This design comes from an exercise in tuning for small area on the open sky130 flow, not from production work. Only simulation tests tie the RTL to the original design; equivalence was not proved. No activity file was given, so power comes from the tool's default toggle rates.

<file path="run.sh">
#!/bin/bash
# synth_recipe.tcl (not shown) runs the flow's synth.tcl, then flattens the netlist and writes it again
# the make line also repeats each setting of config.mk as NAME=value (left out here)
make -C /OpenROAD-flow-scripts/flow DESIGN_CONFIG=/design/flow/config.mk WORK_HOME=/design/flow/orfs CLKGATE_MAP_FILE= SYNTH_SCRIPT=/design/flow/synth_recipe.tcl finish
</file>
<file path="config.mk">
export PLATFORM = sky130hd
export DESIGN_NAME = branch_predictor
export DESIGN_NICKNAME = branch_predictor
export VERILOG_FILES = /design/flow/design.v
export SDC_FILE = /design/flow/constraint.sdc
export NUM_CORES = 4
export LEC_CHECK = 0
export CAP_MARGIN = 20
export CORE_MARGIN = 2
export CORE_UTILIZATION = 40
export SETUP_SLACK_MARGIN = 0.3
export SLEW_MARGIN = 20
export SYNTH_HIERARCHICAL = 1
</file>
<file path="constraint.sdc">
create_clock -name core_clock -period 7.0 [get_ports {clk}]
set_input_delay 1.4000 -clock core_clock [delete_from_list [all_inputs] [get_ports {clk}]]
set_output_delay 1.4000 -clock core_clock [all_outputs]
set_load 0.01 [all_outputs]
</file>
<file path="design.v">
module bp_oai22 (
  input  logic a1, a2, b1, b2,
  output logic y
);
  assign y = ~((a1 | a2) & (b1 | b2));
endmodule
module bp_aoi222 (
  input  logic a1, a2, b1, b2, c1, c2,
  output logic y
);
  assign y = ~((a1 & a2) | (b1 & b2) | (c1 & c2));
endmodule
module bp_rd16 (
  input  logic [15:0] sel,
  input  logic [15:0] d,
  output logic        y
);
  logic [5:0] t;
  for (genvar g = 0; g < 5; g++) begin : g_aoi
    bp_aoi222 u_aoi (
      .a1(sel[3*g]),   .a2(d[3*g]),
      .b1(sel[3*g+1]), .b2(d[3*g+1]),
      .c1(sel[3*g+2]), .c2(d[3*g+2]),
      .y(t[g])
    );
  end
  assign t[5] = ~(sel[15] & d[15]);
  assign y = ~&t;
endmodule
module bp_dec16 (
  input  logic [3:0]  a,
  output logic [15:0] y
);
  for (genvar i = 0; i < 16; i++) begin : g_y
    assign y[i] = (a == 4'(i));
  end
endmodule
module bp_eq26 (
  input  logic [25:0] a,
  input  logic [25:0] b,
  output logic        eq
);
  assign eq = ~|(a ^ b);
endmodule
module branch_predictor (
  input  logic        clk,
  input  logic        reset,
  input  logic [31:0] pc,
  output logic        pred_taken,
  output logic [31:0] pred_pc,
  input  logic        upd_en,
  input  logic [31:0] upd_pc,
  input  logic        upd_taken,
  input  logic [31:0] upd_target,
  input  logic        upd_mispredict,
  output logic [31:0] hit_cnt,
  output logic [31:0] mispred_cnt
);
  localparam int DEPTH = 16;
  localparam int EW = 59;
  logic [DEPTH-1:0] r_valid;
  logic [DEPTH-1:0] r_tk;       
  logic [EW-1:0]    r_ent   [DEPTH];
  logic [EW-1:0]    w_ent_d [DEPTH];
  logic             r_ph;
  logic [31:0] r_hit_cnt;
  logic [31:0] r_mispred_cnt;
  logic [DEPTH-1:0] w_rsel, w_usel;
  logic             w_rtk, w_uvalid, w_utk;
  logic [EW-1:0]    w_rent, w_uent;
  logic             w_req, w_ueq, w_uhit;
  logic [1:0]       w_ucnt, w_ucnt_next;
  logic [EW-1:0]    w_wdata;
  logic [25:0]      w_rtag_x;
  assign hit_cnt     = r_hit_cnt;
  assign mispred_cnt = r_mispred_cnt;
  bp_dec16 u_rdec (.a(pc[5:2]),     .y(w_rsel));
  bp_dec16 u_udec (.a(upd_pc[5:2]), .y(w_usel));
  logic [DEPTH-1:0] w_col [EW];
  for (genvar b = 0; b < EW; b++) begin : g_col
    for (genvar i = 0; i < DEPTH; i++) begin : g_row
      assign w_col[b][i] = r_ent[i][b];
    end
    if (b < 58) begin : g_rd
      bp_rd16 u_rd (.sel(w_rsel), .d(w_col[b]), .y(w_rent[b]));
    end else begin : g_nord
      assign w_rent[b] = 1'b0;
    end
    if (b < 26 || b == 58) begin : g_ud
      bp_rd16 u_ud (.sel(w_usel), .d(w_col[b]), .y(w_uent[b]));
    end else begin : g_noud
      assign w_uent[b] = 1'b0;
    end
  end
  bp_rd16 u_rd_tk (.sel(w_rsel), .d(r_tk),    .y(w_rtk));
  bp_rd16 u_ud_tk (.sel(w_usel), .d(r_tk),    .y(w_utk));
  bp_rd16 u_ud_v  (.sel(w_usel), .d(r_valid), .y(w_uvalid));
  assign w_wdata = {w_ucnt_next[0], upd_target, upd_pc[31:6]} ^ {EW{r_ph}};
  assign w_rtag_x = pc[31:6] ^ {26{r_ph}};
  bp_eq26 u_req (.a(w_rent[25:0]), .b(w_rtag_x),     .eq(w_req));
  bp_eq26 u_ueq (.a(w_uent[25:0]), .b(w_wdata[25:0]), .eq(w_ueq));
  assign w_uhit     = w_uvalid & w_ueq;
  assign w_ucnt     = {w_utk, w_uent[58] ^ r_ph};
  assign pred_taken = w_rtk & w_req;
  assign pred_pc    = pred_taken ? w_rent[57:26] ^ {32{r_ph}}
                                 : {pc[31:2] + 30'd1, pc[1:0]};
  always_comb begin
    if (!w_uhit)        w_ucnt_next = 2'd2;
    else if (upd_taken) w_ucnt_next = (w_ucnt == 2'd3) ? 2'd3 : w_ucnt + 2'd1;
    else                w_ucnt_next = (w_ucnt == 2'd0) ? 2'd0 : w_ucnt - 2'd1;
  end
  wire w_upd   = upd_en & ~reset;
  wire w_alloc = w_upd & upd_taken;
  wire w_cwr   = w_upd & (upd_taken | w_uhit);
  for (genvar i = 0; i < DEPTH; i++) begin : g_wr
    wire we  = w_alloc & w_usel[i];
    wire cwe = w_cwr & w_usel[i];
    for (genvar b = 0; b < EW; b++) begin : g_bit
      if (b < 58) begin : g_tt
        bp_oai22 u_hold (.a1(~we), .a2(w_wdata[b]), .b1(we), .b2(r_ent[i][b]),
                         .y(w_ent_d[i][b]));
      end else begin : g_cn
        bp_oai22 u_hold (.a1(~cwe), .a2(w_wdata[b]), .b1(cwe), .b2(r_ent[i][b]),
                         .y(w_ent_d[i][b]));
      end
    end
  end
  always_ff @(posedge clk) begin
    r_ph <= ~r_ph & ~reset;
    for (int i = 0; i < DEPTH; i++) begin
      r_ent[i] <= w_ent_d[i];
      if (reset) begin
        r_valid[i] <= 1'b0;
        r_tk[i]    <= 1'b0;
      end else begin
        if (w_alloc & w_usel[i]) r_valid[i] <= 1'b1;
        if (w_cwr & w_usel[i])   r_tk[i]    <= w_ucnt_next[1];
      end
    end
  end
  always_ff @(posedge clk) begin
    if (reset) begin
      r_hit_cnt     <= '0;
      r_mispred_cnt <= '0;
    end else if (upd_en) begin
      if (w_uhit)         r_hit_cnt     <= r_hit_cnt + 32'd1;
      if (upd_mispredict) r_mispred_cnt <= r_mispred_cnt + 32'd1;
    end
  end
endmodule
</file>
==> flow_summary.yaml, run 1 <==
outcome:
  status: "complete, no violations"
drt:
  dr_total_vias: 38660
  wl_um: 168800
  postRouteAntennaNets: 0
  first_pass_iters: 13
  drc_errors: 0
  highest_layer: "met5"
  met3WireLength_um: 22470
  drt_iter0_markers: 7026
  wl_met2_um: 70860
  routed_via_density: 7.168
  met1Wirelength_um: 65320
  wl_per_cell_um: 31.29
cells_and_area:
  fin_util: 0.5029
  drive_gt1_frac: 0.1317
  finalInstanceArea_sq_um: 47710
  areaGrowthSynthToFinish_pct: 24.65
  fill_cells: 8483
  final_nets: 4142
global_routing:
  grtUsageTotal: 0.3243
  grt_antenna_before_repair: 6
  grt_pass1_vias: 35860
  grt_first_pass_wirelength_um: 241900
  gr-total-overflow: 0
  grt_max_degree: 60
yosys:
  yosys.area.top_type: "dfxtp_1"
  ys_ff_latch: 1041
  yosys-top-cells-area: "dfxtp_1 (54%), o22ai_1 (15%), a222oi_1 (12%)"
  syn_inst: 3560
  synthArstFlopShare: 0
  synth_top_area_share: 0.5444
  synth-seq-area-share: 0.5444
  synth_nets: 3664
  yosys.cell_types.count: 47
  yosysWarningCount: 12
  synth_area_per_cell_sq_um: 10.75
  yosys.cell_count.top_type: "dfxtp_1"
  synth_flop_cell: "dfxtp_1"
  netlist_area_sq_um: 38280
  synthTopCellsByCount: "dfxtp_1 (1041), o22ai_1 (944), a222oi_1 (440), nand2_1 (164), xor2_1 (152)"
  synth_edf_count: 0
placement:
  pre_cts_ws_ps: -193.1
  dpl.hpwl_um: 93820
  dpl_cell_area_sq_um: 43600
  place.gp.congestion: 0.8985
  port_buffers: 195
sta:
  clock_skew_ps: 20.35
  hold_viol_final: 0
  hold_slack_ps: 445.9
  relSlewSlack: 0.2199
  setup-tns-final_ps: 0
  final_max_slew_viol_count: 0
  worst_pin_slew_ps: 1170
  clock.fmax_mhz: 150.5
  setup_violations: 0
  rsz0062_at_grt: "true"
  setup_slack_ps: 357.6
  min_period_over_period: 0.9489
  min_period_ps: 6642
power:
  p_per_area_nw_per_um2: 318.5
  leakage_nw: 17.21
  vdd_drop_max_v: 0.0002534
critical_path:
  crit_chain: "dlymetal6s2s_1, buf_6, buf_12, nor4_4, buf_4, buf_6, a222oi_1, and3_1, nand4_1, xor2_1, nor4_2, buf_4, nand3_1, nor4_2, nand2_2, buf_12, buf_12, a31oi_1, buf_4, dlygate4sd2_1"
  r2r_slack_ps: 1720
  max_stage_delay_ps: 380
  start_kind: "primary input"
  critPathRequiredTime_ps: 5600
  end_kind: "output pin"
  timing.rr.start: "r_ph"
  rr_worst_depth: 11
  cp_max_fo: 19
  critPathSlowestCell: "nor4_4"
  arrival_ps: 5240
  worst_r2r_endpoint: "r_hit_cnt[31]"
  crit_type: "primary input to output pin"
hold_path:
  min_from: "r_ent[15][48]"
  worstHoldEndpoint: "r_ent[15][48]"
  min_path_type: "register to register"
  hold_depth: 1
cts:
  cts_sinks: 1041
  root_buffer: "clkbuf_16"
  cts-buffers-inserted: 106
  cts_tree: "built"
  cts_max_level: 3
  max-clock-path-buffers: 3
  clk_latency_ps: 700
  clk_pin_slew_ps: 60
floorplan:
  core_area_sq_um: 94870
  initial_core_util: 0.4035
  die-area_sq_um: 98190
  io_pins: 198
  dieWidth_um: 313.3
  core.rowCount: 113
  die_y_um: 313.3
flow_run:
  cap_violations: 0
-- modules after synthesis, one instance, submodules excluded --
module	cells	flip-flops and latches	times used	area [sq um]
bp_aoi222	1	0	440	10.01
bp_dec16	20	0	2	276.5
bp_rd16	3	0	88	16.27
bp_oai22	1	0	944	6.256
bp_eq26	35	0	2	287.8
branch_predictor	1802	1041	1	25410
-- cell type report --
class | instances | area (sq um) | area share
Clock buffer | 152 | 3087 | 0.06469
Timing Repair Buffer | 431 | 4163 | 0.08724
Tap cell | 1265 | 1583 | 0.03317
Inverter | 66 | 262.8 | 0.005507
Multi-Input combinational cell | 2392 | 17330 | 0.3631
Clock inverter | 42 | 435.4 | 0.009126
Antenna cell | 5 | 12.51 | 0.0002622
Sequential cell | 1041 | 20840 | 0.4369
-- what timing repair did --
action | in CTS | in global routing
endpoints found under the setup margin | 33 | 33
pin swaps | 13 | 13
cloned | 6 | 6
hold buffers | 0 | 0
gates resized for setup | 78 | 18
setup buffers | 18 | 5
-- per-stage QoR --
step / power (mW) / instances
5_1_grt: 15.69 / 5389
2_1_floorplan: 8.687 / 3560
3_5_place_dp: 9.436 / 5160
6_report: 15.20 / 5394
3_3_place_gp: 9.379 / 5159
4_1_cts: 15.11 / 5378
-- placed cells by master (no fill, tap or decap), types with 92 or more instances in the layout --
master	netlist	routed
nand2_1	164	147
clkdlybuf4s50_1	0	157
dfxtp_1	1041	1040
xor2_1	152	130
a222oi_1	440	440
nand4_1	116	116
clkbuf_16	0	110
and3_1	92	92
o22ai_1	944	944
buf_4	1	198
-- routing by layer --
metal | vias to the layer above | GRT usage
met5 | - | 0
met4 | 6 | 0.1677
met3 | 690 | 0.07963
met2 | 3061 | 0.4767
met1 | 18580 | 0.4410
li1 | 16330 | -
-- how the worst max path moves through the flow --
stage	startpoint	endpoint	slack [ps]
finish	pc[2]	pred_pc[30]	360
global placement	pc[3]	pred_pc[4]	-130
global route	pc[2]	pred_pc[30]	250
floorplan	pc[3]	pred_pc[10]	460
detailed placement	pc[3]	pred_pc[30]	-190
CTS	pc[2]	pred_pc[30]	190
-- flip-flops by register name, summed over array words and instances (netlist names) --
register	count
r_ph	1
r_hit_cnt	32
r_ent	944
r_tk	16
r_mispred_cnt	32
r_valid	16
-- critical path: cells and delay by family --
family	cells	cell delay [ps]
AOI/OAI and AO/OA	2	320
xor gates and xnor gates	1	110
buffers and inverters	10	1910
and+or+nand+nor	7	1470
-- cell families after synthesis --
| kind of cell | synth area share |
|---|---|
| fa+ha+maj | 0.001242 |
| flops | 0.5444 |
| simple gates | 0.09554 |
| compound gates | 0.2954 |
| mux | 0.002648 |
| buf+inv | 0.01477 |
| xor+xnor | 0.04599 |
-- where the power goes --
part           switching, mW  leakage, nW  internal [mW]  total (mW)
combinational           1.03         6.43          0.822        1.85
clock                   2.45         1.73           3.29        5.74
sequential             0.647         9.05           6.96        7.61
total                   4.13         17.2           11.1        15.2
==> run 2, diff against run 1 <==
--- a/config.mk
+++ b/config.mk
@@ -9,5 +9,7 @@
 export CORE_MARGIN = 2
 export CORE_UTILIZATION = 40
-export SETUP_SLACK_MARGIN = 0.3
+export CTS_CLUSTER_DIAMETER = 80
+export CTS_CLUSTER_SIZE = 30
+export SETUP_SLACK_MARGIN = 0.2
 export SLEW_MARGIN = 20
 export SYNTH_HIERARCHICAL = 1
==> run 2 against run 1 <==
  * Still clean
  * Setup slack worse by 120 ps
  * First-iteration DRC count down 6.5%
  * Clock power down 38%
  * Global-route usage down 0.46 points
  * Clock skew up 31 ps
  * Final area down 4.4%
  * Sequential share of layout area up 2.0 points
  * Die area unchanged
  * Routed wire length down 2.1%
  * Combinational power about the same
==> flow_summary.yaml, run 2 <==
outcome:
  status: "complete, no violations"
critical_path:
  start_kind: "primary input"
  crit_type: "primary input to output pin"
  end_kind: "output pin"
  critPathRequiredTime_ps: 5600
  arrival_ps: 5370
  worst_r2r_endpoint: "r_hit_cnt[31]"
  r2r_slack_ps: 1710
  cp_max_fo: 21
  rr_worst_depth: 11
  timing.rr.start: "r_ph"
yosys:
  netlist_area_sq_um: 38280
  yosys.cell_count.top_type: "dfxtp_1"
  synth_flop_cell: "dfxtp_1"
  yosysWarningCount: 12
  yosys.area.top_type: "dfxtp_1"
  synth_top_area_share: 0.5444
  synth_area_per_cell_sq_um: 10.75
  ys_ff_latch: 1041
  synthTopCellsByCount: "dfxtp_1 (1041), o22ai_1 (944), a222oi_1 (440), nand2_1 (164), xor2_1 (152)"
  synthArstFlopShare: 0
  syn_inst: 3560
  synth-seq-area-share: 0.5444
  yosys-top-cells-area: "dfxtp_1 (54%), o22ai_1 (15%), a222oi_1 (12%)"
  synth_nets: 3664
  synth_edf_count: 0
  yosys.cell_types.count: 47
cells_and_area:
  final_nets: 4070
  fill_cells: 8694
  top_regs: "r_ent: 944 flops, r_hit_cnt: 32 flops, r_mispred_cnt: 32 flops"
  largest_reg_flops: 944
  regArea_sq_um: 20840
  multi_input_area_sq_um: 17380
  finalNonFillerCells: 5262
  largest_register: "r_ent"
  areaGrowthSynthToFinish_pct: 19.17
  drive_gt1_frac: 0.1104
  mostFrequentLayoutCells: "dfxtp_1 (1040), o22ai_1 (944), a222oi_1 (440), buf_4 (193), clkdlybuf4s50_1 (159)"
  layout_commonest_cell: "dfxtp_1"
drt:
  drc_errors: 0
  drt_iter0_markers: 6567
  dr_total_vias: 37840
  postRouteAntennaNets: 0
  wl_um: 165200
  wl_per_cell_um: 31.39
  routed_via_density: 7.190
  first_pass_iters: 14
sta:
  setup_slack_ps: 234.6
  worst_pin_slew_ps: 1133
  min_period_ps: 6765
  final_max_slew_viol_count: 0
  min_period_over_period: 0.9665
  setup_violations: 0
  rsz0062_at_grt: "true"
  hold_slack_ps: 451.3
  hold_viol_final: 0
  clock.fmax_mhz: 147.8
  relSlewSlack: 0.2444
  clock_skew_ps: 50.98
power:
  p_comb_frac: 0.141
  intPower_mw: 9.180
  clockPowerShare: 0.274
  switching_share: 0.2931
  pwr-share-seq: 0.585
  leakage_nw: 16.15
  p_per_area_nw_per_um2: 284.7
  p_switching_mw: 3.805
  vdd_drop_max_v: 0.0003060
global_routing:
  grt_max_degree: 60
  grt_first_pass_wirelength_um: 239000
  grtUsageTotal: 0.3197
  grt_antenna_before_repair: 2
  gr-total-overflow: 0
  grt_pass1_vias: 35180
cts:
  cts-buffers-inserted: 48
  root_buffer: "clkbuf_16"
  cts_max_level: 2
  clk_pin_slew_ps: 110
  cts_tree: "built"
  cts_hold_buf: 0
  clk_latency_ps: 700
  cts_sinks: 1041
  max-clock-path-buffers: 3
flow_run:
  cap_violations: 0
floorplan:
  die-area_sq_um: 98190
  die_y_um: 313.3
  io_pins: 198
  dieWidth_um: 313.3
  initial_core_util: 0.4035
  core_area_sq_um: 94870
  core.rowCount: 113
hold_path:
  min_from: "r_ent[0][33]"
  hold_depth: 1
  worstHoldEndpoint: "r_ent[0][33]"
  min_path_type: "register to register"
placement:
  port_buffers: 195
  dp_cells: 5160
  dpl.hpwl_um: 93820
  place.gp.congestion: 0.8985
  pre_cts_ws_ps: -193.1
## run 2: repair_timing
item,in CTS,in global routing
endpoints found under the hold margin,0,0
pin swaps,12,17
buffers inserted,15,0
gates resized for setup,35,71
cloned,5,1
setup endpoints to repair,33,33
## run 2: power by group through the flow
stage / sequential, mW / combinational [mW] / clock, mW
after floorplan: 7.54 / 1.15 / 0
after global placement: 7.69 / 1.69 / 0
after detailed placement: 7.68 / 1.75 / 0
after CTS: 7.56 / 1.76 / 3.58
after global routing: 7.70 / 1.95 / 3.78
final: 7.59 / 1.84 / 3.55
## run 2: how the worst max path moves through the flow
stage	start	endpoint	slack, ps	cells after the start
final	pc[2]	pred_pc[11]	230	19
after global routing	pc[4]	pred_pc[11]	150	19
after CTS	pc[4]	pred_pc[3]	70	19
after detailed placement	pc[3]	pred_pc[30]	-190	16
after global placement	pc[3]	pred_pc[4]	-130	17
after floorplan	pc[3]	pred_pc[10]	460	14
## run 2: modules after synthesis, one instance, submodules excluded
module | flops+latches | cells
branch_predictor | 1041 | 1802
bp_eq26 | 0 | 35
bp_dec16 | 0 | 20
bp_rd16 | 0 | 3
bp_aoi222 | 0 | 1
bp_oai22 | 0 | 1
## run 2: metal layers
metal | part of all wire | vias up | wire length [um] | global-route usage
li1 | - | 16110 | - | -
met1 | 0.39 | 18250 | 64990 | 0.4378
met2 | 0.42 | 2851 | 69380 | 0.4720
met3 | 0.13 | 630 | 21260 | 0.07349
met4 | 0.058 | 2 | 9518 | 0.1618
met5 | 0.000067 | - | 11 | 0
## run 2: cell families (layout without fill, tap and decap cells)
kind of cell / count (synthesis) / after routing / share of synthesized area
compound gates: 1555 / 1555 / 0.2954
xor+xnor: 201 / 201 / 0.04599
fa+ha+maj: 4 / 4 / 0.001242
buf+inv: 131 / 562 / 0.01477
flops: 1041 / 1041 / 0.5444
mux: 9 / 9 / 0.002648
other cells: 0 / 3 / 0
simple gates: 619 / 622 / 0.09554
## run 2: cell type report
type	count	share of cell area
flip-flops and latches	1041	0.4569
repair buffers	418	0.08668
diodes	3	0.0001646
clock inverters	25	0.007516
clock buffers	53	0.02721
inverters	66	0.005842
well taps	1265	0.03470
multi-input cells	2391	0.3810
## run 2: worst max-delay path: stages
cell	delay (ps)
clkdlybuf4s50_1	470
buf_6	150
buf_12	170
buf_4	140
and4_4	560
buf_4	290
nand2_1	70
nand4_1	160
xor2_2	110
nor4_4	350
nand3_2	170
nor4_4	300
nand2_2	100
buf_12	170
buf_4	140
nor2_1	90
a21oi_1	40
buf_4	160
dlygate4sd2_1	280
## run 2: per-stage QoR
step / area (sq um) / total power [mW] / setup TNS, ps / util
after floorplan: 38290 / 8.687 / 0 / -
after global placement: 43510 / 9.379 / -1201 / 0.4586
after detailed placement: 43600 / 9.436 / -1536 / 0.4595
after CTS: 45430 / 12.91 / 0 / 0.4788
after global routing: 45610 / 13.44 / 0 / 0.4808
final: 45620 / 12.99 / 0 / 0.4808
==> run 3, diff against run 2 <==
--- a/config.mk
+++ b/config.mk
@@ -6,5 +6,5 @@
 export NUM_CORES = 4
 export LEC_CHECK = 0
-export CAP_MARGIN = 20
+export CAP_MARGIN = 5
 export CORE_MARGIN = 2
 export CORE_UTILIZATION = 40
@@ -12,4 +12,4 @@
 export CTS_CLUSTER_SIZE = 30
 export SETUP_SLACK_MARGIN = 0.2
-export SLEW_MARGIN = 20
+export SLEW_MARGIN = 5
 export SYNTH_HIERARCHICAL = 1
==> run 3 against run 2 <==
  * Clock power grew 2%
  * Highest routed layer unchanged
  * Synthesized cell count is the same
  * Via count increased by 0.60%
  * Still clean on timing, DRC and antenna
  * Maximum frequency increased by 0.37%
  * Critical endpoint is now pred_pc[3]
==> flow_summary.yaml, run 3 <==
placement:
  dpl.hpwl_um: 93760
  port_buffers: 195
  pre_cts_ws_ps: -182.5
  place.gp.congestion: 0.8985
  dpl_cell_area_sq_um: 43510
critical_path:
  timing.rr.start: "r_ph"
  arrival_ps: 5340
  worst_r2r_endpoint: "r_hit_cnt[31]"
  cp_top_family: "buffers and inverters"
  cp-startpoint: "pc[4]"
  cp_max_fo: 27
  crit_type: "primary input to output pin"
  start_kind: "primary input"
  r2r_slack_ps: 1820
  crit_chain: "clkbuf_2, buf_12, buf_4, nor4b_4, buf_12, buf_4, a222oi_1, and3_1, nand4_1, xnor2_1, nand4_1, nor4_2, nand2_2, buf_12, buf_4, o21ai_0, buf_4, clkdlybuf4s50_1"
  critPathRequiredTime_ps: 5600
  end_kind: "output pin"
  max_stage_delay_ps: 530
  rr_worst_depth: 11
  critPathSlowestCell: "clkdlybuf4s50_1"
  cpMostUsedCell: "buf_4"
  path_buf_inv: 9
power:
  pwr-share-seq: 0.581
  p_per_area_nw_per_um2: 285.8
  intPower_mw: 9.277
  clockPowerShare: 0.278
  p_switching_mw: 3.788
  vdd_drop_max_v: 0.0002216
  leakage_nw: 16.26
  p_comb_frac: 0.140
  switching_share: 0.2899
yosys:
  ys_ff_latch: 1041
  yosysWarningCount: 12
  synth_flop_cell: "dfxtp_1"
  yosys.cell_types.count: 47
  synthArstFlopShare: 0
  yosys.cell_count.top_type: "dfxtp_1"
  yosys-top-cells-area: "dfxtp_1 (54%), o22ai_1 (15%), a222oi_1 (12%)"
  synth_top_area_share: 0.5444
  synthTopCellsByCount: "dfxtp_1 (1041), o22ai_1 (944), a222oi_1 (440), nand2_1 (164), xor2_1 (152)"
  synth_nets: 3664
  syn_inst: 3560
  yosys.area.top_type: "dfxtp_1"
  synth-seq-area-share: 0.5444
  synth_edf_count: 0
  netlist_area_sq_um: 38280
  synth_area_per_cell_sq_um: 10.75
sta:
  min_period_ps: 6741
  relSlewSlack: 0.1556
  clock_skew_ps: 41.50
  setup_slack_ps: 259.4
  final_max_slew_viol_count: 0
  clock.fmax_mhz: 148.4
  hold_viol_final: 0
  setup_violations: 0
  worst_pin_slew_ps: 1262
  min_period_over_period: 0.9629
  setup-tns-final_ps: 0
  rsz0062_at_grt: "true"
drt:
  routed_via_density: 7.207
  first_pass_iters: 12
  postRouteAntennaNets: 0
  wl_per_cell_um: 31.61
  drc_errors: 0
  drt_iter0_markers: 6788
  dr_total_vias: 38060
  wl_um: 167000
hold_path:
  min_from: "r_ent[1][36]"
  min_path_type: "register to register"
  hold_depth: 1
  worstHoldEndpoint: "r_ent[1][36]"
cells_and_area:
  layout_commonest_cell: "dfxtp_1"
  largest_register: "r_ent"
  finalInstanceArea_sq_um: 45720
  drive_gt1_frac: 0.1047
  areaGrowthSynthToFinish_pct: 19.43
  largest_reg_flops: 944
  mostFrequentLayoutCells: "dfxtp_1 (1040), o22ai_1 (944), a222oi_1 (440), buf_4 (201), clkdlybuf4s50_1 (159)"
  top_regs: "r_ent: 944 flops, r_hit_cnt: 32 flops, r_mispred_cnt: 32 flops"
  final_nets: 4087
  fill_cells: 8679
cts:
  cts_max_level: 2
  cts_tree: "built"
  max-clock-path-buffers: 3
  clk_latency_ps: 660
  cts_hold_buf: 0
  cts_sinks: 1041
  cts-buffers-inserted: 48
  clk_pin_slew_ps: 100
  root_buffer: "clkbuf_16"
floorplan:
  core_area_sq_um: 94870
  io_pins: 198
  core.rowCount: 113
  dieWidth_um: 313.3
  die-area_sq_um: 98190
  die_y_um: 313.3
  initial_core_util: 0.4035
flow_run:
  cap_violations: 0
global_routing:
  grt_antenna_before_repair: 6
  grt_max_degree: 60
  grtUsageTotal: 0.3189
  gr-total-overflow: 0
  grt_first_pass_wirelength_um: 238800
  grt_pass1_vias: 35150
outcome:
  status: "complete, no violations"
[run 3: cell counts after synthesis]
Identical to the previous run, type by type.
[run 3: cell families after synthesis]
logic type / count (synthesis) / synth area share
AOI/OAI and AO/OA: 1555 / 0.2954
DFF: 1041 / 0.5444
and+or+nand+nor: 619 / 0.09554
xor gates and xnor gates: 201 / 0.04599
buffers and inverters: 131 / 0.01477
muxes: 9 / 0.002648
adders and majority gates: 4 / 0.001242
[run 3: per-layer routing]
metal  track usage  part of all wire
met5             0          0.000078
met4        0.1629             0.061
met3       0.07250              0.13
met2        0.4726              0.42
met1        0.4352              0.39
[run 3: timing repair]
action / CTS / global route
cloned: 6 / 6
setup buffers: 20 / 5
pin swaps: 14 / 9
setup endpoints to repair: 33 / 33
gates resized for setup: 38 / 12
[run 3: layout make-up]
type / count / area, sq um / share of cell area
diodes: 4 / 10.01 / 0.0002190
clock buffers: 52 / 1269 / 0.02775
clock inverters: 27 / 411.6 / 0.009004
inverters: 66 / 266.5 / 0.005830
multi-input cells: 2393 / 17180 / 0.3758
flip-flops and latches: 1041 / 20840 / 0.4559
well taps: 1265 / 1583 / 0.03462
repair buffers: 433 / 4154 / 0.09086
[run 3: Yosys stat by module (local to each module, per instance)]
module | cells | area [sq um]
bp_aoi222 | 1 | 10.01
bp_rd16 | 3 | 16.27
bp_dec16 | 20 | 276.5
bp_eq26 | 35 | 287.8
branch_predictor | 1802 | 25410
bp_oai22 | 1 | 6.256
[run 3: worst register-to-register path, delay by kind of cell, from the launching register on]
family	cells	cell delay, ps
flip-flops	1	890
AND/OR/NAND/NOR	6	2130
XOR/XNOR	2	850
buffers and inverters	2	840
multiplexers	1	360
[run 3: worst max-delay path by stage]
stage,endpoint,slack (ps),depth (start not counted)
global placement,pred_pc[4],-130,17
global route,pred_pc[3],170,18
CTS,pred_pc[3],100,19
finish,pred_pc[3],260,18
floorplan,pred_pc[10],460,14
detailed placement,pred_pc[30],-180,16
[run 3: stage by stage]
stage	utilization	power, mW	cells	hold WS [ps]
finish	0.4819	13.06	5281	450.0
global route	0.4818	13.52	5278	462.8
CTS	0.4798	12.97	5264	454.9
detailed placement	0.4586	9.431	5159	438.5
global placement	0.4586	9.379	5159	434.0
floorplan	-	8.687	3560	421.3
[run 3: power groups by stage]
stage / sequential (mW) / combinational [mW] / clock [mW]
after floorplan: 7.54 / 1.15 / 0
after global placement: 7.69 / 1.69 / 0
after detailed placement: 7.68 / 1.75 / 0
after CTS: 7.57 / 1.76 / 3.65
after global routing: 7.71 / 1.95 / 3.86
final: 7.59 / 1.84 / 3.63
==> run 4, diff against run 3 <==
==> config.mk (replaced) <==
export PLATFORM = sky130hd
export DESIGN_NAME = branch_predictor
export DESIGN_NICKNAME = branch_predictor
export VERILOG_FILES = /design/flow/design.v
export SDC_FILE = /design/flow/constraint.sdc
export NUM_CORES = 4
export LEC_CHECK = 0
export CAP_MARGIN = 20
export CORE_MARGIN = 2
export CORE_UTILIZATION = 50
export CTS_CLUSTER_DIAMETER = 60
export CTS_CLUSTER_SIZE = 25
export SETUP_SLACK_MARGIN = 0.2
export SLEW_MARGIN = 20
export SYNTH_HIERARCHICAL = 1
==> run 4 against run 3 <==
  * Highest routed layer unchanged
  * Final area is 1.5% higher
  * Critical path type unchanged
  * Sequential share of layout area down 0.67 points
  * Synthesized area unchanged
  * Power grew 8.1%
  * Maximum frequency shrank 0.90%
==> flow_summary.yaml, run 4 <==
global_routing:
  grt_antenna_before_repair: 1
  gr-total-overflow: 0
  grtUsageTotal: 0.4095
  grt_max_degree: 110
  grt_first_pass_wirelength_um: 243600
  grt_pass1_vias: 37700
cts:
  cts_sinks: 1041
  root_buffer: "clkbuf_16"
  max-clock-path-buffers: 3
  clk_latency_ps: 670
  cts_tree: "built"
  cts-buffers-inserted: 73
  cts_max_level: 3
  cts_hold_buf: 0
  clk_pin_slew_ps: 80
yosys:
  yosys.cell_count.top_type: "dfxtp_1"
  yosysWarningCount: 12
  syn_inst: 3560
  synthTopCellsByCount: "dfxtp_1 (1041), o22ai_1 (944), a222oi_1 (440), nand2_1 (164), xor2_1 (152)"
  synth_top_area_share: 0.5444
  ys_ff_latch: 1041
  yosys-top-cells-area: "dfxtp_1 (54%), o22ai_1 (15%), a222oi_1 (12%)"
  synthArstFlopShare: 0
  yosys.cell_types.count: 47
  synth_area_per_cell_sq_um: 10.75
  synth_edf_count: 0
  synth-seq-area-share: 0.5444
  netlist_area_sq_um: 38280
  synth_nets: 3664
  yosys.area.top_type: "dfxtp_1"
  synth_flop_cell: "dfxtp_1"
critical_path:
  crit_type: "primary input to output pin"
  cp_max_fo: 22
  start_kind: "primary input"
  end_kind: "output pin"
  critPathRequiredTime_ps: 5600
  arrival_ps: 5400
cells_and_area:
  largest_reg_flops: 944
  largest_register: "r_ent"
  final_nets: 4112
  finalNonFillerCells: 5043
  areaGrowthSynthToFinish_pct: 21.20
  drive_gt1_frac: 0.1193
  fill_cells: 6185
  top_regs: "r_ent: 944 flops, r_hit_cnt: 32 flops, r_mispred_cnt: 32 flops"
  mostFrequentLayoutCells: "dfxtp_1 (1040), o22ai_1 (944), a222oi_1 (440), buf_4 (199), clkdlybuf4s50_1 (161)"
  finalInstanceArea_sq_um: 46390
  layout_commonest_cell: "dfxtp_1"
  fin_util: 0.6119
sta:
  worst_pin_slew_ps: 1179
  rsz0062_at_grt: "true"
  final_max_slew_viol_count: 0
  setup-tns-final_ps: 0
  min_period_ps: 6802
  relSlewSlack: 0.2141
  clock.fmax_mhz: 147.0
  setup_slack_ps: 198.0
  hold_viol_final: 0
  hold_slack_ps: 448.2
  min_period_over_period: 0.9717
  setup_violations: 0
  clock_skew_ps: 34.22
flow_run:
  cap_violations: 0
power:
  leakage_nw: 16.89
  power.total_mw: 14.12
  vdd_drop_max_v: 0.0002421
  p_per_area_nw_per_um2: 304.3
floorplan:
  initial_core_util: 0.5048
  die_y_um: 280.7
  dieWidth_um: 280.7
  core_area_sq_um: 75820
  core.rowCount: 101
  io_pins: 198
  die-area_sq_um: 78780
placement:
  dpl.hpwl_um: 97210
  dp_cells: 4892
  port_buffers: 195
  place.gp.congestion: 0.8955
  dpl_cell_area_sq_um: 43450
  pre_cts_ws_ps: -416.8
drt:
  dr_total_vias: 39230
  wl_per_cell_um: 33.39
  postRouteAntennaNets: 0
  first_pass_iters: 13
  drt_iter0_markers: 7777
  routed_via_density: 7.779
  wl_um: 168400
  drc_errors: 0
outcome:
  status: "complete, no violations"
hold_path:
  min_path_type: "register to register"
run 4: cell counts after synthesis:
No cell type changed its count.
run 4: where the power goes:
group / total, mW / internal [mW] / switching [mW]
clock: 4.63 / 2.25 / 2.38
sequential: 7.63 / 6.95 / 0.676
combinational: 1.86 / 0.817 / 1.05
run 4: routing by layer:
| layer | GRT usage | part of all wire |
|---|---|---|
| met5 | 0.01188 | 0.00087 |
| met4 | 0.2066 | 0.058 |
| met3 | 0.1379 | 0.15 |
| met2 | 0.5909 | 0.41 |
| met1 | 0.5436 | 0.38 |
run 4: worst max-delay path, stage by stage:
cell and delay, ps:
dlygate4sd2_1 290, buf_12 190, and4bb_2 340, buf_4 200, a222oi_1 350, and3_1 220
nand4_1 110, xor2_1 200, nor4_1 380, nand3_2 200, nor4_4 320, nand2_2 90
buf_12 160, buf_4 180, o21ai_0 180, clkdlybuf4s50_1 560
run 4: worst paths after layout:
check / end / start / depth (start not counted) / slack (ps)
hold / removal: r_ent[5][58] / r_ent[5][58] / 1 / 450
setup reg to reg: r_hit_cnt[24] / r_ph / 13 / 1880
hold reg to reg: r_ent[5][58] / r_ent[5][58] / 1 / 450
setup / recovery: pred_pc[3] / pc[5] / 16 / 200
run 4: logic make-up (layout without fill, tap and decap cells):
group | Yosys count | in the layout | synth area share
simple gates | 619 | 623 | 0.09554
other cells | 0 | 1 | 0
compound gates | 1555 | 1555 | 0.2954
flops | 1041 | 1041 | 0.5444
buf+inv | 131 | 631 | 0.01477
fa+ha+maj | 4 | 4 | 0.001242
xor+xnor | 201 | 201 | 0.04599
mux | 9 | 9 | 0.002648
run 4: cell type report:
class | instances | area [sq um] | area share
well taps | 978 | 1224 | 0.02638
multi-input cells | 2392 | 17290 | 0.3728
inverters | 66 | 247.7 | 0.005340
clock inverters | 47 | 545.5 | 0.01176
repair buffers | 434 | 4263 | 0.09189
flip-flops and latches | 1041 | 20840 | 0.4493
diodes | 1 | 2.502 | 0.00005394
clock buffers | 84 | 1973 | 0.04253
run 4: repair_timing:
action,CTS,global route
setup endpoints to repair,33,33
setup buffers,13,0
resized for setup,20,37
pin swaps,9,5
cloned,5,1
run 4: per-module statistics from Yosys, one instance, submodules excluded:
module            cells  flip-flops and latches  cell area (sq um)
branch_predictor   1802                    1041              25410
bp_eq26              35                       0              287.8
bp_dec16             20                       0              276.5
bp_rd16               3                       0              16.27
bp_aoi222             1                       0              10.01
bp_oai22              1                       0              6.256
==> run 5, diff against run 4 <==
==> flow/run.sh (new file) <==
#!/bin/bash
set -euo pipefail
cd "$(dirname "$0")/.."
export BUFFER_PORTS_ARGS="-buffer_cell sky130_fd_sc_hd__buf_1"
export CTS_ARGS="-sink_clustering_enable -repair_clock_nets -sink_clustering_size 26 -sink_clustering_max_diameter 70 -dont_use_dummy_load"
bash standard.sh > standard_flow.log 2>&1
==> standard.sh (new file) <==
#!/bin/bash
# synth_recipe.tcl (not shown) runs the flow's synth.tcl, then flattens the netlist and writes it again
# the make line also repeats each setting of config.mk as NAME=value (left out here)
make -C /OpenROAD-flow-scripts/flow DESIGN_CONFIG=/design/flow/config.mk WORK_HOME=/design/flow/orfs CLKGATE_MAP_FILE= SYNTH_SCRIPT=/design/flow/synth_recipe.tcl "${@:-finish}"
--- a/config.mk
+++ b/config.mk
@@ -8,7 +8,5 @@
 export CAP_MARGIN = 20
 export CORE_MARGIN = 2
-export CORE_UTILIZATION = 50
-export CTS_CLUSTER_DIAMETER = 60
-export CTS_CLUSTER_SIZE = 25
+export CORE_UTILIZATION = 40
 export SETUP_SLACK_MARGIN = 0.2
 export SLEW_MARGIN = 20
removed: run.sh
==> run 5 against run 4 <==
  * Still clean
  * Count of clock-buffer cells in the layout decreased by 27
  * Critical path depth up 1
  * First-iteration DRC count is 2.0% lower
  * Via count fell by 3.9%
  * Synthesized cell count stayed put
  * Final cell count rose by 3.3%
  * Combinational power shrank 4%
  * Largest cell class unchanged
  * Largest power group unchanged
==> flow_summary.yaml, run 5 <==
outcome:
  status: "complete, no violations"
yosys:
  synth_top_area_share: 0.5444
  netlist_area_sq_um: 38280
  synthArstFlopShare: 0
  synth_nets: 3664
  synth_edf_count: 0
  synth_area_per_cell_sq_um: 10.75
  synth-seq-area-share: 0.5444
  synthTopCellsByCount: "dfxtp_1 (1041), o22ai_1 (944), a222oi_1 (440), nand2_1 (164), xor2_1 (152)"
  synth_flop_cell: "dfxtp_1"
  yosys.cell_count.top_type: "dfxtp_1"
  yosysWarningCount: 12
  ys_ff_latch: 1041
  yosys.cell_types.count: 47
  syn_inst: 3560
  yosys.area.top_type: "dfxtp_1"
  yosys-top-cells-area: "dfxtp_1 (54%), o22ai_1 (15%), a222oi_1 (12%)"
cts:
  clk_latency_ps: 720
  cts_hold_buf: 0
  cts_tree: "built"
  cts_setup_buffers: 0
  root_buffer: "clkbuf_16"
  cts-buffers-inserted: 57
  max-clock-path-buffers: 3
  clk_pin_slew_ps: 60
  cts_max_level: 2
  cts_sinks: 1041
sta:
  setup-tns-final_ps: 0
  rsz0062_at_grt: "false"
  worst_pin_slew_ps: 1260
  min_period_ps: 6696
  final_max_slew_viol_count: 0
  setup_violations: 0
  clock.fmax_mhz: 149.3
  relSlewSlack: 0.1600
  hold_viol_final: 0
  clock_skew_ps: 93.33
  min_period_over_period: 0.9566
global_routing:
  grt_antenna_before_repair: 5
  grt_max_degree: 76
  grt_pass1_vias: 35400
  grtUsageTotal: 0.3178
  gr-total-overflow: 0
  grt_first_pass_wirelength_um: 237900
hold_path:
  worstHoldEndpoint: "r_ent[1][58]"
  min_path_type: "register to register"
  hold_depth: 1
  min_from: "r_ent[1][58]"
critical_path:
  rr_worst_depth: 13
  critPathRequiredTime_ps: 5600
  end_kind: "output pin"
  arrival_ps: 5300
  worst_r2r_endpoint: "r_hit_cnt[31]"
  start_kind: "primary input"
  r2r_slack_ps: 1700
  timing.rr.start: "r_ph"
  cp_max_fo: 27
  crit_type: "primary input to output pin"
  cp-startpoint: "pc[2]"
floorplan:
  dieWidth_um: 313.3
  initial_core_util: 0.4035
  die-area_sq_um: 98190
  io_pins: 198
  core.rowCount: 113
  core_area_sq_um: 94870
  die_y_um: 313.3
cells_and_area:
  final_nets: 4047
  layout_commonest_cell: "dfxtp_1"
  top_regs: "r_ent: 944 flops, r_hit_cnt: 32 flops, r_mispred_cnt: 32 flops"
  largest_register: "r_ent"
  mostFrequentLayoutCells: "dfxtp_1 (1040), o22ai_1 (944), a222oi_1 (440), buf_1 (193), buf_4 (183)"
  areaGrowthSynthToFinish_pct: 13.83
  fin_util: 0.4593
  drive_gt1_frac: 0.08906
  fill_cells: 8927
  largest_reg_flops: 944
drt:
  wl_um: 164600
  highest_layer: "met5"
  wl_met2_um: 68990
  met1Wirelength_um: 63860
  routed_via_density: 7.235
  first_pass_iters: 14
  wl_per_cell_um: 31.59
  drc_errors: 0
  dr_total_vias: 37690
  postRouteAntennaNets: 0
  met3WireLength_um: 22580
  drt_iter0_markers: 7623
flow_run:
  cap_violations: 0
power:
  p_per_area_nw_per_um2: 293.1
  vdd_drop_max_v: 0.0001930
  leakage_nw: 15.24
placement:
  dpl.hpwl_um: 93990
  port_buffers: 195
  place.gp.congestion: 0.8932
## run 5: worst max-delay path, stage by stage
cell      delay [ps]
buf_1             70
buf_4            350
and4b_4          460
a222oi_1         390
and3_1           260
nand4_1          170
xor2_1           190
nor4_2           370
buf_4            190
nand3_1           90
nor4_2           410
nand2_4          220
inv_2            190
buf_12           160
nand2_1           50
o21ai_0           80
buf_1            180
## run 5: worst max path at each step
| stage | cells after the start | end |
|---|---|---|
| 2_1_floorplan | 14 | pred_pc[10] |
| 3_3_place_gp | 16 | pred_pc[10] |
| 3_5_place_dp | 16 | pred_pc[12] |
| 4_1_cts | 17 | pred_pc[12] |
| 5_1_grt | 17 | pred_pc[8] |
| 6_report | 17 | pred_pc[12] |
## run 5: repair_timing
| action | in CTS | in global routing |
|---|---|---|
| pin swaps | 1 | 2 |
| gates resized for setup | 1 | 3 |
| setup endpoints to repair | 8 | 11 |
| cloned | 2 | 2 |
## run 5: through the flow
stage	worst slack [ps]	power (mW)	cells	hold WS [ps]	instance area [sq um]
after global placement	145.3	9.356	5144	434.8	42000
after global routing	239.7	13.23	5206	460.8	43560
after floorplan	460.3	8.687	3560	421.3	38290
final	304.1	12.77	5209	445.8	43570
after detailed placement	97.02	9.402	5145	438.5	42060
after CTS	203.0	12.71	5204	446.8	43510
## run 5: cells by family after synthesis
family,count (synthesis),synth area share
DFF,1041,0.5444
buffers and inverters,131,0.01477
AOI/OAI and AO/OA,1555,0.2954
and+or+nand+nor,619,0.09554
xor gates and xnor gates,201,0.04599
adders and majority gates,4,0.001242
muxes,9,0.002648
## run 5: layer usage
layer  GRT usage  vias up
li1            -    16010
met1      0.4295    18190
met2      0.4708     2900
met3     0.08326      593
met4      0.1554        2
met5           0        -
## run 5: area by class of cell
| cell class | count | area, sq um | area share |
|---|---|---|---|
| Sequential cell | 1041 | 20840 | 0.4784 |
| Clock buffer | 57 | 1426 | 0.03274 |
| Multi-Input combinational cell | 2392 | 17190 | 0.3946 |
| Timing Repair Buffer | 385 | 2251 | 0.05166 |
| Tap cell | 1265 | 1583 | 0.03633 |
| Antenna cell | 3 | 7.507 | 0.0001723 |
| Inverter | 66 | 267.8 | 0.006145 |
## run 5: Yosys stat by module, one instance, submodules excluded
module	flops+latches	cell area (sq um)
branch_predictor	1041	25410
bp_eq26	0	287.8
bp_dec16	0	276.5
bp_rd16	0	16.27
bp_aoi222	0	10.01
bp_oai22	0	6.256
## run 5: where the power goes
part           leakage [nW]  internal [mW]  total, mW  switching, mW
Sequential             9.05           6.95       7.60          0.650
Clock                 0.702           1.44       3.39           1.95
Combinational          5.49          0.761       1.78           1.02
==> run 6, diff against run 5 <==
--- a/config.mk
+++ b/config.mk
@@ -9,4 +9,5 @@
 export CORE_MARGIN = 2
 export CORE_UTILIZATION = 40
+export GPL_TIMING_DRIVEN = 0
 export SETUP_SLACK_MARGIN = 0.2
 export SLEW_MARGIN = 20
==> run 6 against run 5 <==
  * Still clean
  * Count of clock-buffer cells in the layout grew 1
  * Via count grew 1.5%
  * Sequential cell count is the same
  * Core utilization grew 1.4 points
  * Critical path type unchanged
  * Highest routed layer unchanged
==> flow_summary.yaml, run 6 <==
drt:
  drt_iter0_markers: 7203
  first_pass_iters: 14
  dr_total_vias: 38260
  wl_um: 169700
  wl_met2_um: 69090
  wl_per_cell_um: 32.63
  routed_via_density: 7.356
  postRouteAntennaNets: 0
  highest_layer: "met5"
  met3WireLength_um: 24280
  drc_errors: 0
  met1Wirelength_um: 65650
global_routing:
  grt_max_degree: 45
  grt_first_pass_wirelength_um: 241700
  grt_pass1_vias: 35570
  gr-total-overflow: 0
  grtUsageTotal: 0.3276
  grt_antenna_before_repair: 3
cells_and_area:
  finalNonFillerCells: 5201
  fin_util: 0.4729
  largest_reg_flops: 944
  layout_commonest_cell: "dfxtp_1"
  fill_cells: 8764
  drive_gt1_frac: 0.09581
  areaGrowthSynthToFinish_pct: 17.21
  final_nets: 4041
  top_regs: "r_ent: 944 flops, r_hit_cnt: 32 flops, r_mispred_cnt: 32 flops"
  mostFrequentLayoutCells: "dfxtp_1 (1041), o22ai_1 (944), a222oi_1 (440), buf_1 (188), nand2_1 (147)"
  largest_register: "r_ent"
critical_path:
  arrival_ps: 5380
  end_kind: "output pin"
  cp_max_fo: 15
  critPathRequiredTime_ps: 5600
  crit_type: "primary input to output pin"
  start_kind: "primary input"
sta:
  setup_violations: 0
  relSlewSlack: 0.2423
  min_period_over_period: 0.9690
  clock.fmax_mhz: 147.4
  min_period_ps: 6783
  worst_pin_slew_ps: 1133
  final_max_slew_viol_count: 0
  setup-tns-final_ps: 0
  hold_viol_final: 0
  clock_skew_ps: 93.05
  hold_slack_ps: 448.0
  rsz0062_at_grt: "true"
yosys:
  synth_flop_cell: "dfxtp_1"
  yosys.cell_count.top_type: "dfxtp_1"
  netlist_area_sq_um: 38280
  synth_top_area_share: 0.5444
  ys_ff_latch: 1041
  syn_inst: 3560
  yosys-top-cells-area: "dfxtp_1 (54%), o22ai_1 (15%), a222oi_1 (12%)"
  synthArstFlopShare: 0
  synth_nets: 3664
  yosys.area.top_type: "dfxtp_1"
  yosys.cell_types.count: 47
  synth-seq-area-share: 0.5444
  synth_edf_count: 0
  synth_area_per_cell_sq_um: 10.75
  yosysWarningCount: 12
  synthTopCellsByCount: "dfxtp_1 (1041), o22ai_1 (944), a222oi_1 (440), nand2_1 (164), xor2_1 (152)"
power:
  p_switching_mw: 3.603
  pwr-share-seq: 0.593
  p_per_area_nw_per_um2: 284.6
  vdd_drop_max_v: 0.0002231
  power.total_mw: 12.77
  intPower_mw: 9.166
  switching_share: 0.2821
  clockPowerShare: 0.268
  leakage_nw: 15.53
  p_comb_frac: 0.139
cts:
  cts_sinks: 1041
  cts_max_level: 2
  max-clock-path-buffers: 3
  cts_tree: "built"
  cts-buffers-inserted: 58
  clk_pin_slew_ps: 70
  clk_latency_ps: 680
  root_buffer: "clkbuf_16"
floorplan:
  die_y_um: 313.3
  core.rowCount: 113
  dieWidth_um: 313.3
  core_area_sq_um: 94870
  die-area_sq_um: 98190
  io_pins: 198
  initial_core_util: 0.4035
hold_path:
  min_path_type: "register to register"
outcome:
  status: "complete, no violations"
placement:
  port_buffers: 192
  dp_cells: 5124
  dpl.hpwl_um: 99690
  place.gp.congestion: 0.8217
flow_run:
  cap_violations: 0
## run 6: cell families after synthesis
logic type                 count (synthesis)  synth area share
AOI/OAI and AO/OA                       1555            0.2954
DFF                                     1041            0.5444
and+or+nand+nor                          619           0.09554
xor gates and xnor gates                 201           0.04599
buffers and inverters                    131           0.01477
muxes                                      9          0.002648
adders and majority gates                  4          0.001242
## run 6: power by group through the flow
stage	clock network (mW)	logic, mW	registers [mW]
floorplan	0	1.15	7.54
global placement	0	1.56	7.67
detailed placement	0	1.68	7.66
CTS	3.43	1.69	7.54
global route	3.64	1.89	7.69
finish	3.42	1.77	7.57
## run 6: metal layers
layer / GRT usage / up-vias
met2: 0.4689 / 3180
met3: 0.09177 / 747
met5: 0 / -
met1: 0.4476 / 18330
li1: - / 16000
met4: 0.1732 / 4
## run 6: worst max-delay path, stage by stage
cell      delay, ps
buf_4           180
buf_8           170
nor4_4          450
buf_6           240
buf_4           240
buf_6           200
a222oi_1        110
and3_1          200
nand4_1         250
xor2_1          130
nor4_2          290
nand3_1         190
nor4_4          350
nand2_4         210
inv_6           150
buf_6           170
nand2_1          70
o21ai_1         160
buf_2           190
## run 6: repair_timing
| action | 4_1_cts | 5_1_grt |
|---|---|---|
| hold buffers | 0 | 0 |
| cloned | 5 | 0 |
| setup endpoints to repair | 33 | 34 |
| buffers inserted | 12 | 1 |
| gates resized for setup | 27 | 50 |
| pin swaps | 4 | 12 |
## run 6: per-module statistics from Yosys, one instance, submodules excluded
module            copies in the design  cells inside
bp_aoi222                          440             1
bp_dec16                             2            20
bp_eq26                              2            35
bp_oai22                           944             1
bp_rd16                             88             3
branch_predictor                     1          1802
## run 6: area by class of cell
type	count	area, sq um	share of cell area
diodes	1	2.502	0.00005578
plain buffers	65	399.1	0.008896
clock buffers	58	1451	0.03235
inverters	66	292.8	0.006526
multi-input cells	2393	17650	0.3934
flip-flops and latches	1041	20840	0.4645
well taps	1265	1583	0.03528
repair buffers	312	2648	0.05901
## run 6: per-stage QoR
step           setup WS [ps]  cell area [sq um]
6_report               217.2              44860
5_1_grt                187.4              44860
4_1_cts                173.7              44560
3_5_place_dp          -971.1              42880
3_3_place_gp           -6307              40590
2_1_floorplan          460.3              38290
## run 6: final timing paths
kind | slack [ps] | from | cells past startpoint | to
max | 220 | pc[4] | 19 | pred_pc[4]
min | 450 | r_ent[9][28] | 1 | r_ent[9][28]
max reg2reg | 460 | r_ph | 13 | r_hit_cnt[25]
min reg2reg | 450 | r_ent[9][28] | 1 | r_ent[9][28]
==> run 7, diff against run 6 <==
--- a/config.mk
+++ b/config.mk
@@ -9,5 +9,5 @@
 export CORE_MARGIN = 2
 export CORE_UTILIZATION = 40
-export GPL_TIMING_DRIVEN = 0
+export PLACE_DENSITY = 0.75
 export SETUP_SLACK_MARGIN = 0.2
 export SLEW_MARGIN = 20
==> run 7 against run 6 <==
  * Still clean
  * Combinational power about the same
  * Global-route usage down 3.1 points
  * Final cell count down 0.60%
  * Routed wire length down 9.2%
  * Register-to-register slack better by 1300 ps
  * Hold slack worse by 1.2 ps
  * Critical path depth down 5
  * Final area down 3.4%
  * Maximum frequency down 1.8%
  * Critical endpoint is now pred_pc[21]
==> flow_summary.yaml, run 7 <==
outcome:
  status: "complete, no violations"
sta:
  rsz0062_at_grt: "false"
  final_max_slew_viol_count: 0
  hold_viol_final: 0
  clock.fmax_mhz: 144.7
  min_period_over_period: 0.9870
  setup-tns-final_ps: 0
  min_period_ps: 6909
  setup_slack_ps: 90.92
  clock_skew_ps: 138.9
  hold_slack_ps: 446.8
  worst_pin_slew_ps: 1248
  relSlewSlack: 0.1681
  setup_violations: 0
yosys:
  syn_inst: 3560
  yosys-top-cells-area: "dfxtp_1 (54%), o22ai_1 (15%), a222oi_1 (12%)"
  yosys.cell_types.count: 47
  synthArstFlopShare: 0
  yosysWarningCount: 12
  synth_nets: 3664
  synth_top_area_share: 0.5444
  synthTopCellsByCount: "dfxtp_1 (1041), o22ai_1 (944), a222oi_1 (440), nand2_1 (164), xor2_1 (152)"
  yosys.area.top_type: "dfxtp_1"
  synth-seq-area-share: 0.5444
  synth_flop_cell: "dfxtp_1"
  synth_edf_count: 0
  synth_area_per_cell_sq_um: 10.75
  ys_ff_latch: 1041
  netlist_area_sq_um: 38280
  yosys.cell_count.top_type: "dfxtp_1"
cts:
  cts_max_level: 2
  cts-buffers-inserted: 52
  clk_pin_slew_ps: 40
  max-clock-path-buffers: 3
  clk_latency_ps: 720
  cts_tree: "built"
  cts_sinks: 1041
  cts_hold_buf: 0
  root_buffer: "clkbuf_16"
global_routing:
  grt_antenna_before_repair: 3
  grt_pass1_vias: 36260
  grt_max_degree: 67
  gr-total-overflow: 0
  grt_first_pass_wirelength_um: 226900
  grtUsageTotal: 0.2961
drt:
  drc_errors: 0
  drt_iter0_markers: 9220
  routed_via_density: 7.397
  wl_um: 154100
  postRouteAntennaNets: 0
  wl_per_cell_um: 29.80
  first_pass_iters: 15
  dr_total_vias: 38240
cells_and_area:
  top_regs: "r_ent: 944 flops, r_hit_cnt: 32 flops, r_mispred_cnt: 32 flops"
  largest_register: "r_ent"
  layout_commonest_cell: "dfxtp_1"
  fin_util: 0.4567
  drive_gt1_frac: 0.08504
  areaGrowthSynthToFinish_pct: 13.20
  mostFrequentLayoutCells: "dfxtp_1 (1040), o22ai_1 (944), a222oi_1 (440), buf_1 (192)"
  final_nets: 4010
  largest_reg_flops: 944
critical_path:
  arrival_ps: 5510
  rr_worst_depth: 12
  critPathRequiredTime_ps: 5600
  cp-startpoint: "pc[2]"
  start_kind: "primary input"
  cp_max_fo: 31
  r2r_slack_ps: 1750
  crit_type: "primary input to output pin"
  end_kind: "output pin"
  timing.rr.start: "r_ph"
power:
  leakage_nw: 15.04
  p_per_area_nw_per_um2: 290.0
  vdd_drop_max_v: 0.0002212
floorplan:
  die-area_sq_um: 98190
  core.rowCount: 113
  dieWidth_um: 313.3
  core_area_sq_um: 94870
  die_y_um: 313.3
  initial_core_util: 0.4035
  io_pins: 198
placement:
  dpl.hpwl_um: 88460
  port_buffers: 195
  place.gp.congestion: 0.9192
  pre_cts_ws_ps: 17.32
hold_path:
  min_path_type: "register to register"
  min_from: "r_ent[4][27]"
  hold_depth: 1
flow_run:
  cap_violations: 0
run 7: cell counts after synthesis:
No cell type changed its count.
run 7: where the power goes:
group / total [mW] / internal, mW / switching [mW]
Sequential: 7.61 / 6.95 / 0.660
Clock: 3.21 / 1.32 / 1.89
Combinational: 1.74 / 0.743 / 1.00
run 7: modules after synthesis (local to each module, per instance):
module | area, sq um | cells | copies in the design | flops+latches
branch_predictor | 25410 | 1802 | 1 | 1041
bp_eq26 | 287.8 | 35 | 2 | 0
bp_dec16 | 276.5 | 20 | 2 | 0
bp_rd16 | 16.27 | 3 | 88 | 0
bp_aoi222 | 10.01 | 1 | 440 | 0
bp_oai22 | 6.256 | 1 | 944 | 0
run 7: area by class of cell:
class / count / area, sq um
inverter: 66 / 247.7
tap: 1265 / 1583
timing repair buffer: 351 / 2004
clock buffer: 52 / 1301
sequential: 1041 / 20840
antenna: 1 / 2.502
fill: 8750 / 51540
multi-input combinational: 2394 / 17350
run 7: per-stage QoR:
step | instances | area [sq um] | power [mW]
2_1_floorplan | 3560 | 38290 | 8.687
3_3_place_gp | 5107 | 41710 | 9.257
3_5_place_dp | 5108 | 41790 | 9.350
4_1_cts | 5167 | 43160 | 12.43
5_1_grt | 5170 | 43330 | 12.97
6_report | 5170 | 43330 | 12.57
run 7: worst paths after layout:
| check | to |
|---|---|
| setup reg to reg | r_hit_cnt[31] |
| hold / removal | r_ent[4][27] |
| hold reg to reg | r_ent[4][27] |
| setup / recovery | pred_pc[21] |
run 7: timing repair:
item,CTS,global route
setup endpoints to repair,16,17
setup buffers,3,0
gates cloned,4,2
pin swaps,3,0
resized for setup,1,3
hold endpoints to repair,0,0
run 7: per-layer routing:
layer / vias up / GRT usage / wire [um]
met5: - / 0 / 27
li1: 15920 / - / -
met2: 3430 / 0.4339 / 63020
met1: 18120 / 0.3835 / 56120
met3: 780 / 0.1092 / 25560
met4: 2 / 0.1462 / 9365
run 7: worst max-delay path, cell delays in order:
cell	delay, ps
buf_2	290
buf_6	280
and4b_4	750
buf_4	300
a222oi_1	80
and3_1	230
nand4_1	110
xnor2_1	180
nand4_1	320
nor4_2	330
nand2_2	280
buf_4	330
a31oi_1	380
buf_1	230
run 7: cell families after synthesis:
logic type / synth area share
flip-flops: 0.5444
AO/OA/AOI/OAI: 0.2954
adder cells (fa/ha/maj): 0.001242
buffers and inverters: 0.01477
AND/OR/NAND/NOR: 0.09554
XOR/XNOR: 0.04599
multiplexers: 0.002648
==> run 8, diff against run 7 <==
==> flow/run.sh (replaced) <==
#!/bin/bash
set -euo pipefail
cd "$(dirname "$0")/.."
export BUFFER_PORTS_ARGS="-buffer_cell sky130_fd_sc_hd__buf_1"
export CTS_ARGS="-sink_clustering_enable -repair_clock_nets -sink_clustering_size 30 -sink_clustering_max_diameter 60 -dont_use_dummy_load"
bash standard.sh > standard_flow.log 2>&1
--- a/config.mk
+++ b/config.mk
@@ -9,5 +9,4 @@
 export CORE_MARGIN = 2
 export CORE_UTILIZATION = 40
-export PLACE_DENSITY = 0.75
 export SETUP_SLACK_MARGIN = 0.2
 export SLEW_MARGIN = 20
==> run 8 against run 7 <==
  * Via count down 0.93%
  * Sequential power about the same
  * Sequential share of layout area down 0.91 points
  * Final cell count up 1.2%
  * Core utilization grew 0.88 points
  * Routed wire length up 7.0%
  * Power is 7.4% higher
  * Final area rose by 1.9%
  * Sequential cell count stayed put
  * Clock skew is 79 ps lower
  * Count of clock-buffer cells in the layout rose by 29
==> flow_summary.yaml, run 8 <==
hold_path:
  min_path_type: "register to register"
outcome:
  status: "complete, no violations"
global_routing:
  gr-total-overflow: 0
  grt_antenna_before_repair: 3
  grt_first_pass_wirelength_um: 238600
  grt_max_degree: 76
  grtUsageTotal: 0.3194
  grt_pass1_vias: 35610
yosys:
  syn_inst: 3560
  synth-seq-area-share: 0.5444
  synthTopCellsByCount: "dfxtp_1 (1041), o22ai_1 (944), a222oi_1 (440), nand2_1 (164), xor2_1 (152)"
  synthArstFlopShare: 0
  yosys.area.top_type: "dfxtp_1"
  synth_flop_cell: "dfxtp_1"
  synth_area_per_cell_sq_um: 10.75
  synth_nets: 3664
  yosys-top-cells-area: "dfxtp_1 (54%), o22ai_1 (15%), a222oi_1 (12%)"
  synth_top_area_share: 0.5444
  yosysWarningCount: 12
  ys_ff_latch: 1041
  netlist_area_sq_um: 38280
  synth_edf_count: 0
  yosys.cell_count.top_type: "dfxtp_1"
  yosys.cell_types.count: 47
critical_path:
  end_kind: "output pin"
  start_kind: "primary input"
  critPathRequiredTime_ps: 5600
  crit_type: "primary input to output pin"
  cp_max_fo: 27
  arrival_ps: 5300
cells_and_area:
  largest_register: "r_ent"
  top_regs: "r_ent: 944 flops, r_hit_cnt: 32 flops, r_mispred_cnt: 32 flops"
  layout_commonest_cell: "dfxtp_1"
  mostFrequentLayoutCells: "dfxtp_1 (1040), o22ai_1 (944), a222oi_1 (440), buf_1 (193), buf_4 (183)"
  drive_gt1_frac: 0.09458
  largest_reg_flops: 944
  fill_cells: 8876
  final_nets: 4071
  finalNonFillerCells: 5231
  areaGrowthSynthToFinish_pct: 15.39
drt:
  wl_um: 164900
  routed_via_density: 7.243
  first_pass_iters: 13
  postRouteAntennaNets: 0
  drc_errors: 0
  dr_total_vias: 37890
  wl_per_cell_um: 31.52
  drt_iter0_markers: 7202
flow_run:
  cap_violations: 0
cts:
  clk_pin_slew_ps: 50
  cts_hold_buf: 0
  cts_max_level: 3
  cts_sinks: 1041
  cts_tree: "built"
  cts-buffers-inserted: 81
  root_buffer: "clkbuf_16"
  clk_latency_ps: 670
  max-clock-path-buffers: 3
placement:
  dpl.hpwl_um: 93990
  port_buffers: 195
  dp_cells: 5145
  place.gp.congestion: 0.8932
power:
  leakage_nw: 15.54
  vdd_drop_max_v: 0.0001841
  p_per_area_nw_per_um2: 305.6
sta:
  min_period_ps: 6700
  setup-tns-final_ps: 0
  worst_pin_slew_ps: 1252
  rsz0062_at_grt: "false"
  clock_skew_ps: 60.25
  hold_viol_final: 0
  final_max_slew_viol_count: 0
  min_period_over_period: 0.9572
  setup_violations: 0
  relSlewSlack: 0.1653
  clock.fmax_mhz: 149.2
floorplan:
  core.rowCount: 113
  die-area_sq_um: 98190
  core_area_sq_um: 94870
  die_y_um: 313.3
  dieWidth_um: 313.3
  io_pins: 198
  initial_core_util: 0.4035
[run 8: power breakdown]
part | switching (mW) | leakage [nW] | internal (mW)
logic | 1.02 | 5.49 | 0.761
clock network | 2.07 | 0.998 | 2.04
registers | 0.651 | 9.05 | 6.96
[run 8: per-stage QoR]
stage          hold slack (ps)  instance area, sq um  power, mW  setup slack, ps    util
5_1_grt                  455.6                 44160      13.96            201.6  0.4655
4_1_cts                  447.2                 44110      13.43            203.0  0.4650
6_report                 445.5                 44170      13.50            299.7  0.4656
2_1_floorplan            421.3                 38290      8.687            460.3       -
3_5_place_dp             438.5                 42060      9.402            97.02  0.4434
3_3_place_gp             434.8                 42000      9.356            145.3  0.4428
[run 8: per-layer routing]
metal	global-route usage	share of wire
met1	0.4303	0.38
met2	0.4712	0.42
met3	0.08491	0.14
met4	0.1614	0.057
met5	0.001934	0
[run 8: logic make-up (layout without fill, tap and decap cells)]
| logic type | count (synthesis) | after routing | synth area share |
|---|---|---|---|
| adder cells (fa/ha/maj) | 4 | 4 | 0.001242 |
| buffers and inverters | 131 | 532 | 0.01477 |
| flip-flops | 1041 | 1041 | 0.5444 |
| AND/OR/NAND/NOR | 619 | 623 | 0.09554 |
| XOR/XNOR | 201 | 201 | 0.04599 |
| other | 0 | 1 | 0 |
| AO/OA/AOI/OAI | 1555 | 1555 | 0.2954 |
| multiplexers | 9 | 9 | 0.002648 |
[run 8: worst max-delay path, cell delays in order]
cell      delay (ps)
buf_1             70
buf_4            350
and4b_4          450
a222oi_1         370
and3_1           280
nand4_1          180
xor2_1           200
nor4_2           360
buf_4            190
nand3_1           90
nor4_2           410
nand2_4          220
a31oi_1          310
buf_4            210
buf_1            170
[run 8: cell type report]
cell class,instances,area [sq um],share of cell area
flip-flops and latches,1041,20840,0.4719
diodes,1,2.502,0.00005666
repair buffers,385,2251,0.05096
multi-input cells,2392,17190,0.3893
clock buffers,81,2027,0.04589
inverters,66,267.8,0.006062
well taps,1265,1583,0.03584
[run 8: what timing repair did]
| action | CTS | global route |
|---|---|---|
| pin swaps | 1 | 2 |
| gates cloned | 2 | 2 |
| setup buffers | 0 | 0 |
| resized for setup | 1 | 3 |
| setup endpoints to repair | 8 | 32 |
[run 8: path summary, 6_finish.rpt]
path / cells past startpoint / startpoint / slack [ps] / end
worst max register to register: 13 / r_ph / 1700 / r_hit_cnt[31]
worst min register to register: 1 / r_ent[4][56] / 450 / r_ent[4][56]
worst min-delay path: 1 / r_ent[4][56] / 450 / r_ent[4][56]
worst max-delay path: 15 / pc[2] / 300 / pred_pc[30]
[run 8: modules after synthesis (local to each module, per instance)]
module | flip-flops and latches | copies in the design | cell area, sq um | cells
bp_rd16 | 0 | 88 | 16.27 | 3
bp_oai22 | 0 | 944 | 6.256 | 1
bp_eq26 | 0 | 2 | 287.8 | 35
branch_predictor | 1041 | 1 | 25410 | 1802
bp_dec16 | 0 | 2 | 276.5 | 20
bp_aoi222 | 0 | 440 | 10.01 | 1

static timing again, ports no longer ideal:
How much do the figures lean on ideal ports? The routed layouts below were timed once more, with nothing changed but the port constraints. Step 1 (the two cells are an assumption about what drives the block):
set clk [get_ports {clk}]
set_driving_cell -lib_cell sky130_fd_sc_hd__clkbuf_16 $clk
set_driving_cell -lib_cell sky130_fd_sc_hd__buf_2 [delete_from_list [all_inputs] $clk]
Step 2, shift: input delay + t, output delay - t, t = (earliest + latest rising clock arrival at the registers) / 2. This alone moves slack from input paths to output paths. a / b / c = ideal ports / drivers / drivers and shift; a / b = the first two.
run | shift t [ns] | setup slack, ns | worst hold slack (ns) | clock arrival spread, ns | worst data-port slew with drivers (ns)
run 1 | 0.755 | 0.358 / 0.340 / 0.179 | 0.446 / 0.446 / 0.446 | 0.030 / 0.030 | 0.15
run 2 | 0.742 | 0.235 / 0.210 / 0.133 | 0.451 / 0.451 / 0.451 | 0.053 / 0.053 | 0.15
run 3 | 0.718 | 0.259 / 0.229 / 0.168 | 0.450 / 0.450 / 0.450 | 0.055 / 0.055 | 0.14
run 4 | 0.724 | 0.198 / 0.175 / 0.175 | 0.448 / 0.448 / 0.448 | 0.034 / 0.034 | 0.06
run 5 | 0.720 | 0.304 / 0.282 / 0.057 | 0.446 / 0.446 / 0.446 | 0.128 / 0.129 | 0.14
run 6 | 0.705 | 0.217 / 0.191 / -0.223 | 0.448 / 0.448 / 0.448 | 0.112 / 0.112 | 0.17
run 7 | 0.726 | 0.091 / 0.066 / 0.066 | 0.447 / 0.447 / 0.447 | 0.139 / 0.139 | 0.07
run 8 | 0.711 | 0.300 / 0.277 / 0.080 | 0.446 / 0.446 / 0.446 | 0.075 / 0.076 | 0.13
With both steps, setup timing fails in run 6, where it was met with ideal ports. For run 6, which loses most, drivers alone change the setup slack by -0.026 ns; drivers and shift together by -0.440 ns.
